What follows belongs to an exercise in optimizing a design on an open flow for small area, a short achievable clock period and few clock cycles per item; a production flow would make more cautious choices. Only simulation tests tie the RTL to the original design; equivalence was not proved. Power figures rest on the tool's default switching activity, not on a simulated workload.

// pe_injection_port
module pe_injection_port #(
    parameter int phit_size               = noc_pkg::PHIT_SIZE,
    parameter int flit_size               = 1,
    parameter int addr_length             = 8,
    parameter int addr_place_in_header    = 0,
    parameter int no_vc                   = 8,
    parameter int floorplusone_log2_no_vc = noc_pkg::VC_IDX_W,
    parameter int buf_depth               = 4
) (
    input  logic                               clk,
    input  logic                               full_reset,
    input  logic [phit_size-1:0]               in_data,
    input  logic                               in_sent_req,
    input  logic                               in_new,
    input  logic [floorplusone_log2_no_vc-1:0] in_vc_no,
    output logic                               out_ready,
    output logic [phit_size-1:0]               out_data,
    output logic                               out_sent_req,
    output logic                               out_new,
    output logic                               out_tail,
    output logic [floorplusone_log2_no_vc-1:0] out_vc_no,
    input  logic                               in_ready,
    output logic [addr_length-1:0]             out_dest_addr,
    output logic                               protocol_error,
    output logic [31:0]                        no_packet_inject_report,
    output logic [31:0]                        stall_cycles_report
);
Size: ~840 flip-flops, roughly 120 I/O pins.
Settings: LEC_CHECK=0, CAP_MARGIN=20, CORE_MARGIN=2, CORE_UTILIZATION=40, CTS_CLUSTER_DIAMETER=100, CTS_CLUSTER_SIZE=25, SETUP_SLACK_MARGIN=3.3, SLEW_MARGIN=20, SYNTH_HIERARCHICAL=1; clock period 7.0 ns.
run.sh (not shown) runs the stock make flow with config.mk's settings and CLKGATE_MAP_FILE= SYNTH_SCRIPT=/design/flow/synth_recipe.tcl, a recipe that flattens the netlist after the stock synthesis.
Testbench counts at the start, summed over its fixed seeds: cycles 10,595, packets 2,400.
Rerun with:
--- a/flow/config.mk
+++ b/flow/config.mk
@@ -11,2 +10,0 @@
-export CTS_CLUSTER_DIAMETER = 100
-export CTS_CLUSTER_SIZE = 25
Sequential power hardly moves.
Routed wire length rose slightly.
Sequential cell count is unchanged.
Final area came out higher by a few percent.
Power came out higher by about a fifth.

* * *

== v4 ==
pe_injection_port, a different RTL version from the one above (not shown whole).
For scale: ~2100 cells after synthesis, about 840 flip-flops, about 120 I/O pins.
clock: 7.0 ns
lec_check: 0
cap_margin: 20
core_margin: 2
core_utilization: 40
cts_cluster_diameter: 100
cts_cluster_size: 25
setup_slack_margin: 3.75
slew_margin: 20
synth_hierarchical: 1
v4 went all the way through the flow, and no timing, DRC or antenna check failed.
Testbench counts of v4, summed over its fixed seeds: cycles 10,595, packets 2,400.
Modified inputs, v9 compared to v4
Settings: SETUP_SLACK_MARGIN: 3.75 -> 3.55.
Results
Going from v4 to v9, switching power summed over all nets now smaller; count of clock-net buffers in the final layout now larger; global-route usage comparable; part of the power in registers comparable.
From v4 to v9 the numbers moved as follows: final cell count down about 0.6%; quantity of gates resized following cts shows a reduction of 33; total power down 55 uW; layout overhead on the synthesized area went down by 1.6 points; static leakage fell 0.16 nW.
Against v4, v9 comes in about 1.8% higher on top achievable clock speed.
v9 reports its critical path startpoint as in_vc_no[2] while v4 reports in_vc_no[0].
Post-CTS setup repair buffer count: v4 and v9 compared, lower one is v9

* * *

run A:
Another version of the RTL of pe_injection_port (not shown whole).
Size: about 2200 cells after synthesis.
export LEC_CHECK = 0
export CAP_MARGIN = 20
export CORE_MARGIN = 2
export CORE_UTILIZATION = 60
export CTS_CLUSTER_DIAMETER = 100
export CTS_CLUSTER_SIZE = 25
export PLACE_DENSITY = 0.75
export SETUP_SLACK_MARGIN = 3.55
export SLEW_MARGIN = 20
export SYNTH_HIERARCHICAL = 1
create_clock -name core_clock -period 7.0 [get_ports {clk}]
standard.sh (not shown) runs the stock make flow with config.mk's settings and CLKGATE_MAP_FILE= SYNTH_SCRIPT=/design/flow/synth_recipe.tcl, a recipe that flattens the netlist after the stock synthesis.
==> flow/flow/run.sh <==
#!/bin/bash
# The standard layout (standard.sh, unchanged synthesis and steps), with one
# change: the port buffers that global placement inserts are plain
# sky130_fd_sc_hd__buf_1 cells instead of the delay buffers buffer_ports
# picks by default; timing repair still resizes them where needed.
# All of ORFS's output goes to standard.log here, and its per-step logs stay
# under orfs/logs/.
set -euo pipefail
export BUFFER_PORTS_ARGS="-buffer_cell sky130_fd_sc_hd__buf_1"
bash standard.sh > standard.log 2>&1
Testbench counts of run A, summed over its fixed seeds: cycles 10,595, packets 2,400.
[inputs] run B vs run A
- clearing PLACE_DENSITY, which used to be 0.75
- putting ABC_AREA at 1 where nothing was set
==> run summary <==
On run B: sequential share of layout area is 5.1 points lower than what run A gave.
Cmp run B and run A / setup slack / lower: run A
Row average via count per standard cell: run B lower / run A higher
[run B] via count rose 18% relative to run A
Looking at wire length the detailed router placed on met1, run B sits 5.2 mm higher than run A does.
For run C, these inputs were changed with respect to run B:
- clearing ABC_AREA, which used to be 1
- swapping 100 for 120 in CTS_CLUSTER_DIAMETER
- swapping 25 for 32 in CTS_CLUSTER_SIZE
### Flow results
Run C has completed all stages; timing, DRC and antenna checks passed.
The final reports for run C and run B show final estimated routing congestion in global placement lower in the former.
Diff run B -> run C | sequential share of layout area | increase of 5.2 points
Per the comparison of run C with run B, post-route total power decreased 2.5 mW; met3 wirelength from detailed routing moved down; effective utilization at floorplan moved up; global-route usage decreased 0.56 points; count of H-tree levels built during CTS fell by 1.
Comparing run B and run C, number of distinct library cells after synthesis is lower on run B.
The maximum resistive drop on vdd number comes out higher for run C vs run B.
In the tables for run B and run C, mean cell area of the mapped netlist reads higher with run C.
Relative to run C, the following input files were edited for run D:
- CORE_UTILIZATION changed from 60 to 40
- CTS_CLUSTER_DIAMETER changed from 120 to 100
- CTS_CLUSTER_SIZE changed from 32 to 25
Findings:
- Run C: PASS, flow complete, no timing, DRC or antenna violations
- The flow did not stop early for run D: all stages ran, and the layout cleared the timing, DRC and antenna checks.
- Row final worst setup slack: run D higher / run C lower
- Hold slack across run D and run C: no real change.
- Relative to run C, the post-CTS setup buffer count of run D is lower by 3.
--- input diff run D..run E ---
- a change of CTS_CLUSTER_DIAMETER from 100 to 60
- an added CTS_BUF_LIST of sky130_fd_sc_hd__clkbuf_8
- a change of CTS_CLUSTER_SIZE from 25 to 16
- a change of CORE_UTILIZATION from 40 to 60
[summary]
Compared with run D, non-clock buffer count in run E increased slightly.
Number of placed instances with taps included ends up higher on run D.
Changes observed in run E relative to run D: largest fanout of any net on the critical path moved down; power moved down; share of total power in the clock network moved down; die area moved down; net switching fraction of the power moved up.
Run E vs. run D: aggregate global-route resource usage went up by 9.5 points.
On post-layout minimum cycle time: between run E and run D, it ends up higher for run E.
Between run E and run D, it is run E whose number of antenna violations at the first check in global routing is higher, by 1.
Instance area after placement: run E and run D compared, lower one is run E

* * *

Setup of JK:
pe_injection_port again, from the RTL that the note above started with.
clock: 7.0 ns
lec_check: 0
cap_margin: 20
core_margin: 2
core_utilization: 60
cts_cluster_diameter: 100
cts_cluster_size: 25
setup_slack_margin: 3.45
slew_margin: 20
synth_hierarchical: 1
Scripts as last shown in full above: flow/flow/run.sh
Testbench counts of JK, summed over its fixed seeds: cycles 10,595, packets 2,400.
--- input diff JK..MS ---
Settings: changing SETUP_SLACK_MARGIN from 3.45 to 3.55; changing CORE_UTILIZATION from 60 to 40.
==> flow/run.sh (new file) <==
#!/bin/bash
# synth_recipe.tcl (not shown) runs the flow's synth.tcl, then flattens the netlist and writes it again
# the make line also repeats each setting of config.mk as NAME=value (left out here)
make -C /OpenROAD-flow-scripts/flow DESIGN_CONFIG=/design/flow/config.mk WORK_HOME=/design/flow/orfs CLKGATE_MAP_FILE= SYNTH_SCRIPT=/design/flow/synth_recipe.tcl finish
removed: flow/flow/run.sh
removed: flow/standard.sh
Findings:
[compare] base=JK new=MS: count of fill cells added during filler insertion now larger, fraction of final layout cells sized beyond drive strength 1 now larger, detail-routed via count per cell now smaller, sequential share of cell area now smaller, post-place instance area now larger. As far as maximum achievable frequency is concerned, MS and JK perform about the same. The final critical path time including I/O delays and setup of MS exceeds that of JK by 0.0084 ns. sky130_fd_sc_hd__dfxtp_4 as the highest-delay cell along the critical path was reported by JK, and sky130_fd_sc_hd__buf_2 by MS. MS — utilization 20 points lower, JK as reference. Relative to JK, count of inverters not on the clock network in the layout increased by about 5.4% in MS.
Relative to MS, the following input files were edited for AL:
Settings: CORE_UTILIZATION changed from 40 to 60.
==> flow/flow/run.sh (new file) <==
#!/bin/bash
# The standard layout (standard.sh, unchanged synthesis and steps), with one
# change: the port buffers that global placement inserts are plain
# sky130_fd_sc_hd__buf_1 cells instead of the delay buffers buffer_ports
# picks by default; timing repair still resizes them where needed.
# All of ORFS's output goes to standard.log here, and its per-step logs stay
# under orfs/logs/.
set -euo pipefail
export BUFFER_PORTS_ARGS="-buffer_cell sky130_fd_sc_hd__buf_1"
bash standard.sh > standard.log 2>&1
==> flow/standard.sh (new file) <==
#!/bin/bash
# synth_recipe.tcl (not shown) runs the flow's synth.tcl, then flattens the netlist and writes it again
# the make line also repeats each setting of config.mk as NAME=value (left out here)
make -C /OpenROAD-flow-scripts/flow DESIGN_CONFIG=/design/flow/config.mk WORK_HOME=/design/flow/orfs CLKGATE_MAP_FILE= SYNTH_SCRIPT=/design/flow/synth_recipe.tcl "${@:-finish}"
removed: flow/run.sh
==> run summary <==
[AL vs MS] highest clock frequency the design can meet: higher in AL
Compared with MS, in AL post-route minimum period fell 0.086 ns, post-route met1 wirelength lost 3.3 mm, standard cell area after detailed placement has decreased, finished layout cell area lower.
In the metrics for AL and MS, the one carrying the lower internal power summed over all cells is AL.
Taking AL over MS, the routed wire length ratio works out to 0.938.
AL — global-route usage 9.1 points higher, MS as reference

* * *

pe_injection_port again, from the RTL that the note above started with.
Settings: LEC_CHECK=0, CAP_MARGIN=20, CORE_MARGIN=2, CORE_UTILIZATION=60, CTS_CLUSTER_DIAMETER=100, CTS_CLUSTER_SIZE=25, SETUP_SLACK_MARGIN=3.62, SLEW_MARGIN=20, SYNTH_HIERARCHICAL=1; clock period 7.0 ns.
==> flow/flow/run.sh <==
#!/bin/bash
# The standard layout (standard.sh, unchanged synthesis and steps), with one
# change: the port buffers that global placement inserts are plain
# sky130_fd_sc_hd__buf_1 cells instead of the delay buffers buffer_ports
# picks by default; timing repair still resizes them where needed.
# All of ORFS's output goes to standard.log here, and its per-step logs stay
# under orfs/logs/.
set -euo pipefail
export BUFFER_PORTS_ARGS="-buffer_cell sky130_fd_sc_hd__buf_1"
bash standard.sh > standard.log 2>&1
The starting point ran to the end with no violations.
Testbench counts at the start, summed over its fixed seeds: cycles 10,595, packets 2,400.
Change:
--- a/flow/config.mk
+++ b/flow/config.mk
@@ -11,3 +11,3 @@
-export CTS_CLUSTER_DIAMETER = 100
-export CTS_CLUSTER_SIZE = 25
-export SETUP_SLACK_MARGIN = 3.62
+export CTS_CLUSTER_DIAMETER = 110
+export CTS_CLUSTER_SIZE = 28
+export SETUP_SLACK_MARGIN = 3.55
Effect:
- total power went down by a few percent
- cell area falls slightly
- register-to-register slack is worse by 0.12 ns

afterwards: timing with drivers on the ports:
The results above use ideal ports. As a check the final layouts listed here were re-extracted and re-timed, cells and wires unchanged.
Step 1, drivers: a clkbuf_16 drives clk and a buf_2 each remaining input, both assumed.
Step 2, shift: input delay + t, output delay - t, t = (earliest + latest rising clock arrival at the registers) / 2. This alone moves slack from input paths to output paths.
Three values: no drivers, after step 1, after step 2; two values: the first two.
run	t (ns)	setup WS [ns]	worst hold slack (ns)	worst setup path after step 2
the first run of note 1	0.671	3.013 / 2.878 / 2.683	0.486 / 0.486 / 0.486	input to register
the second run of note 1	0.708	3.016 / 2.900 / 2.660	0.481 / 0.481 / 0.481	input to register
v4	0.657	3.400 / 3.266 / 2.784	0.483 / 0.483 / 0.483	input to register
v9	0.660	3.463 / 3.332 / 2.915	0.490 / 0.490 / 0.490	input to register
run A	0.656	3.343 / 3.217 / 2.876	0.477 / 0.477 / 0.477	input to register
run B	0.653	3.404 / 3.344 / 2.986	0.486 / 0.486 / 0.486	input to register
run C	0.703	3.451 / 3.336 / 2.866	0.486 / 0.486 / 0.486	input to register
run D	0.672	3.472 / 3.358 / 2.837	0.484 / 0.484 / 0.484	input to register
run E	0.770	3.403 / 3.270 / 2.791	0.482 / 0.482 / 0.482	input to register
JK	0.661	3.397 / 3.377 / 2.943	0.480 / 0.480 / 0.480	input to register
MS	0.665	3.389 / 3.215 / 2.825	0.487 / 0.487 / 0.487	input to register
AL	0.656	3.474 / 3.383 / 2.879	0.481 / 0.481 / 0.481	input to register
the first run of note 5	0.660	3.417 / 3.342 / 2.915	0.486 / 0.486 / 0.486	input to register
the second run of note 5	0.659	3.462 / 3.397 / 2.929	0.484 / 0.484 / 0.484	input to register
After both steps setup and hold are still met in every run listed. The setup slack of run D, which loses most, moves by -0.114 ns with the drivers and by -0.635 ns with both steps.
